From an optimization exercise on the open Yosys and OpenROAD flow, aimed at small area, a short achievable clock period and few clock cycles; shortcuts taken in it are not production practice.
Power figures rest on the tool's default switching activity, not on a simulated workload.

## the reference run
==> flow/design.v <==
`timescale 1ns / 1ps
package rmtp_pkg;
  localparam int MaxTasksDef = 16;
  localparam int CfgDataW = 5;
  localparam int CfgIdxW  = 1;
  localparam logic [CfgIdxW-1:0] REG_TASK_COUNT = 1'd0;
  localparam logic [CfgIdxW-1:0] REG_IDLE_TASK  = 1'd1;
  localparam logic [2:0] OP_LOAD     = 3'd0;
  localparam logic [2:0] OP_TICK     = 3'd1;
  localparam logic [2:0] OP_SET      = 3'd2;
  localparam logic [2:0] OP_WAKE_REQ = 3'd3;
  localparam logic [2:0] OP_WAIT_REQ = 3'd4;
  localparam logic [1:0] ST_OTHER   = 2'd0;
  localparam logic [1:0] ST_READY   = 2'd1;
  localparam logic [1:0] ST_RUNNING = 2'd2;
  localparam logic [1:0] ST_WAIT    = 2'd3;
  typedef struct packed {
    logic [2:0]  opcode;
    logic [3:0]  task_index;
    logic [15:0] period;
    logic [15:0] deadline;
    logic [1:0]  new_state;
    logic [15:0] wait_ticks;
    logic [3:0]  current_task;
    logic [31:0] now;
  } in_item_t;
  typedef struct packed {
    logic [3:0] chosen_idx;
    logic       is_idle;
  } out_item_t;
  typedef enum logic [2:0] {
    STEP_NONE,
    STEP_CHG_RD,
    STEP_CHG_WR,
    STEP_SCAN,
    STEP_POST
  } step_e;
  typedef struct packed {
    logic  take;
    step_e step;
  } cmd_t;
  typedef struct packed {
    logic scan_done;
    logic out_free;
  } status_t;
endpackage
`timescale 1ns / 1ps
module rmtp_ctrl (
  input  logic       clk_i,
  input  logic       rst_ni,
  input  logic       in_valid_i,
  input  logic [2:0] in_opcode_i,
  output logic       in_stall_o,
  output logic       take_o,
  input  logic       out_stall_i,
  output logic       out_valid_o
);
  logic out_vld_q;
  assign in_stall_o  = out_vld_q;
  assign take_o      = in_valid_i && !out_vld_q;
  assign out_valid_o = out_vld_q;
  always_ff @(posedge clk_i or negedge rst_ni) begin
    if (!rst_ni) begin
      out_vld_q <= 1'b0;
    end else if (take_o && in_opcode_i == rmtp_pkg::OP_TICK) begin
      out_vld_q <= 1'b1;
    end else if (!out_stall_i) begin
      out_vld_q <= 1'b0;
    end
  end
endmodule
`timescale 1ns / 1ps
module rmtp_pick (
  input  logic [15:0]        rdy_i,
  input  logic [15:0][15:0]  le_i,
  input  logic [3:0]         idle_i,
  output rmtp_pkg::out_item_t pick_o
);
  logic [15:0] win;
  logic [3:0]  idx;
  always_comb begin
    for (int i = 0; i < 16; i++) begin
      win[i] = rdy_i[i];
      for (int j = 0; j < 16; j++) begin
        if (j < i) begin
          win[i] = win[i] && (!rdy_i[j] || !le_i[j][i]);
        end else if (j > i) begin
          win[i] = win[i] && (!rdy_i[j] || le_i[i][j]);
        end
      end
    end
    idx = '0;
    for (int i = 0; i < 16; i++) begin
      if (win[i]) begin
        idx = idx | 4'(i);
      end
    end
    pick_o.chosen_idx = (|rdy_i) ? idx : idle_i;
    pick_o.is_idle    = !(|rdy_i);
  end
endmodule
module rmtp_dpath (
  input  logic                              clk_i,
  input  logic                              rst_ni,
  input  logic                              take_i,
  input  rmtp_pkg::in_item_t                in_data_i,
  output rmtp_pkg::out_item_t               out_data_o,
  input  logic                              cfg_we_i,
  input  logic [rmtp_pkg::CfgIdxW-1:0]      cfg_idx_i,
  input  logic [rmtp_pkg::CfgDataW-1:0]     cfg_wdata_i
);
  localparam int N = 16;
  logic [N-1:0][15:0] per_q, dl_q, qt_q, tmr_q;
  logic [N-1:0][31:0] rel_q;
  logic [N-1:0][1:0]  st_q;
  logic [N-1:0]       wake_q, wait_q;
  logic [N-1:0][N-1:0] le_q;
  logic [4:0]          task_count_q;
  logic [3:0]          idle_task_q;
  rmtp_pkg::out_item_t out_q;
  logic            is_load, is_tick, is_set, is_wake, is_wait;
  logic [N-1:0]    ksel, csel, act, run_ok, base;
  logic [3:0]      cur;
  logic            chg_en, refill, sum_le, cur_ok;
  logic [15:0]     q_cur, p_cur, q_dec;
  logic [31:0]     r_cur, r_sum;
  logic [N-1:0]    p_lt, p_eq;
  rmtp_pkg::out_item_t pick_wo, pick_w;
  assign is_load = take_i && in_data_i.opcode == rmtp_pkg::OP_LOAD;
  assign is_tick = take_i && in_data_i.opcode == rmtp_pkg::OP_TICK;
  assign is_set  = take_i && in_data_i.opcode == rmtp_pkg::OP_SET;
  assign is_wake = take_i && in_data_i.opcode == rmtp_pkg::OP_WAKE_REQ;
  assign is_wait = take_i && in_data_i.opcode == rmtp_pkg::OP_WAIT_REQ;
  assign cur     = in_data_i.current_task;
  assign chg_en  = is_tick && cur != idle_task_q;
  assign q_cur  = qt_q[cur];
  assign p_cur  = per_q[cur];
  assign r_cur  = rel_q[cur];
  assign q_dec  = q_cur - 16'd1;
  assign refill = (q_cur == 16'd1) || wait_q[cur];
  assign r_sum  = r_cur + 32'(p_cur);
  assign sum_le = r_sum <= in_data_i.now;
  always_comb begin
    for (int i = 0; i < N; i++) begin
      ksel[i] = in_data_i.task_index == 4'(i);
      csel[i] = cur == 4'(i);
      act[i]  = (task_count_q[4] || task_count_q[3:0] > 4'(i)) && idle_task_q != 4'(i);
      p_lt[i] = per_q[i] < in_data_i.period;
      p_eq[i] = per_q[i] == in_data_i.period;
    end
  end
  for (genvar i = 0; i < N; i++) begin : g_ent
    logic [1:0]  st_nx;
    logic [15:0] tmr_nx;
    logic        wk_hit, tm_dec;
    always_comb begin
      wk_hit = st_q[i] == rmtp_pkg::ST_WAIT && wake_q[i];
      tm_dec = st_q[i] == rmtp_pkg::ST_WAIT && !wake_q[i] && tmr_q[i] != 16'd0;
      st_nx  = st_q[i];
      tmr_nx = tmr_q[i];
      if (wk_hit || (tm_dec && tmr_q[i] == 16'd1)) begin
        st_nx = rmtp_pkg::ST_READY;
      end
      if (tm_dec) begin
        tmr_nx = tmr_q[i] - 16'd1;
      end
    end
    assign run_ok[i] = act[i] && (st_nx == rmtp_pkg::ST_READY || st_nx == rmtp_pkg::ST_RUNNING);
    assign base[i]   = run_ok[i] && rel_q[i] <= in_data_i.now;
    always_ff @(posedge clk_i) begin
      if (is_load && ksel[i]) begin
        per_q[i] <= in_data_i.period;
        dl_q[i]  <= in_data_i.deadline;
      end
      if (is_load && ksel[i]) begin
        qt_q[i] <= in_data_i.deadline;
      end else if (chg_en && csel[i]) begin
        qt_q[i] <= refill ? dl_q[i] : q_dec;
      end
      if (is_load && ksel[i]) begin
        rel_q[i] <= 32'd1;
      end else if (chg_en && csel[i] && refill) begin
        rel_q[i] <= r_sum;
      end
      if (is_set && ksel[i]) begin
        tmr_q[i] <= in_data_i.wait_ticks;
      end else if (is_tick && act[i]) begin
        tmr_q[i] <= tmr_nx;
      end
    end
    always_ff @(posedge clk_i or negedge rst_ni) begin
      if (!rst_ni) begin
        st_q[i]   <= rmtp_pkg::ST_OTHER;
        wake_q[i] <= 1'b0;
        wait_q[i] <= 1'b0;
      end else begin
        if (is_set && ksel[i]) begin
          st_q[i] <= in_data_i.new_state;
        end else if (is_tick && act[i]) begin
          st_q[i] <= st_nx;
        end
        if (is_wake && ksel[i]) begin
          wake_q[i] <= 1'b1;
        end else if (is_tick && act[i] && wk_hit) begin
          wake_q[i] <= 1'b0;
        end
        if (is_wait && ksel[i]) begin
          wait_q[i] <= 1'b1;
        end else if (chg_en && csel[i] && refill) begin
          wait_q[i] <= 1'b0;
        end
      end
    end
    for (genvar j = i + 1; j < N; j++) begin : g_ord
      always_ff @(posedge clk_i) begin
        if (is_load && ksel[i]) begin
          le_q[i][j] <= !p_lt[j];
        end else if (is_load && ksel[j]) begin
          le_q[i][j] <= p_lt[i] || p_eq[i];
        end
      end
    end
  end
  assign cur_ok = (chg_en && refill) ? (|(run_ok & csel) && sum_le) : |(base & csel);
  rmtp_pick u_pick_wo (
    .rdy_i  (base & ~csel),
    .le_i   (le_q),
    .idle_i (idle_task_q),
    .pick_o (pick_wo)
  );
  rmtp_pick u_pick_w (
    .rdy_i  (base | csel),
    .le_i   (le_q),
    .idle_i (idle_task_q),
    .pick_o (pick_w)
  );
  always_ff @(posedge clk_i) begin
    if (is_tick) begin
      out_q <= cur_ok ? pick_w : pick_wo;
    end
  end
  always_ff @(posedge clk_i or negedge rst_ni) begin
    if (!rst_ni) begin
      task_count_q <= '0;
      idle_task_q  <= '0;
    end else if (cfg_we_i) begin
      if (cfg_idx_i == rmtp_pkg::REG_TASK_COUNT) begin
        task_count_q <= cfg_wdata_i;
      end else begin
        idle_task_q <= cfg_wdata_i[3:0];
      end
    end
  end
  assign out_data_o = out_q;
endmodule
`timescale 1ns / 1ps
module rate_monotonic_task_picker #(
  parameter int MAX_TASKS = rmtp_pkg::MaxTasksDef
) (
  input  logic                          clk_i,
  input  logic                          rst_ni,
  input  logic                          in_valid_i,
  output logic                          in_stall_o,
  input  logic [92:0]                   in_data_i,
  output logic                          out_valid_o,
  input  logic                          out_stall_i,
  output logic [4:0]                    out_data_o,
  input  logic                          cfg_we_i,
  input  logic [0:0]                    cfg_idx_i,
  input  logic [4:0]                    cfg_wdata_i
);
  rmtp_pkg::in_item_t  in_item;
  rmtp_pkg::out_item_t out_item;
  logic                take;
  assign in_item    = rmtp_pkg::in_item_t'(in_data_i);
  assign out_data_o = out_item;
  rmtp_ctrl u_ctrl (
    .clk_i       (clk_i),
    .rst_ni      (rst_ni),
    .in_valid_i  (in_valid_i),
    .in_opcode_i (in_item.opcode),
    .in_stall_o  (in_stall_o),
    .take_o      (take),
    .out_stall_i (out_stall_i),
    .out_valid_o (out_valid_o)
  );
  rmtp_dpath u_dpath (
    .clk_i       (clk_i),
    .rst_ni      (rst_ni),
    .take_i      (take),
    .in_data_i   (in_item),
    .out_data_o  (out_item),
    .cfg_we_i    (cfg_we_i),
    .cfg_idx_i   (cfg_idx_i),
    .cfg_wdata_i (cfg_wdata_i)
  );
endmodule
make LEC_CHECK=0 CAP_MARGIN=20 CORE_MARGIN=2 CORE_UTILIZATION=40 PLACE_DENSITY=0.6 SLEW_MARGIN=20 finish   # period 10.0 ns
run.sh (not shown) runs the stock make flow with config.mk's settings and CLKGATE_MAP_FILE= SYNTH_SCRIPT=/design/flow/synth_recipe.tcl, a recipe that flattens the netlist after the stock synthesis.
The reference run: done, clean on timing, DRC and antenna
> inputs changed (the reference run -> the trial run)
Settings: an added ABC_CLOCK_PERIOD_IN_PS of 5000; an added SETUP_SLACK_MARGIN of 4.5.
--- outcome ---
- a2111oi_1 as the critical-path cell with the highest stage delay was reported by the trial run, and mux4_2 by the reference run.
- The final cell count without fillers of the trial run is higher than that of the reference run.
- When the trial run is set beside the reference run, its fraction of power consumed by combinational cells turns out to be 0.9 points larger.
- The trial run — wire length of the first global-routing pass about 2.1% higher, the reference run as reference
No functional check of the RTL was part of any run of this note.

-- afterwards: timing with drivers on the ports --
The flow's constraints put no driver on any port. The routed layouts listed below were extracted and timed again, unchanged, in two steps. Step 1 assumes that a clkbuf_16 drives the clock port and a buf_2 every other input. Step 2 adds t to the input delays and takes it off the output delays; t is the mean of the earliest and latest rising clock arrival at the registers after step 1. Input paths then give back, and output paths get back, about the clock's delay inside the block. Slacks: ideal / step 1 / step 2; pairs: ideal / step 1.
run | t (ns) | slack for setup (ns) | worst slew at a driven data input, ns
the reference run | 0.984 | 0.885 / 0.928 / -0.056 | 0.15
the trial run | 0.970 | 2.556 / 2.320 / 1.350 | 0.62
Met with ideal ports but missed after step 2: setup timing in the reference run. For the trial run, which loses most, drivers alone change the setup slack by -0.236 ns; drivers and shift together by -1.206 ns.
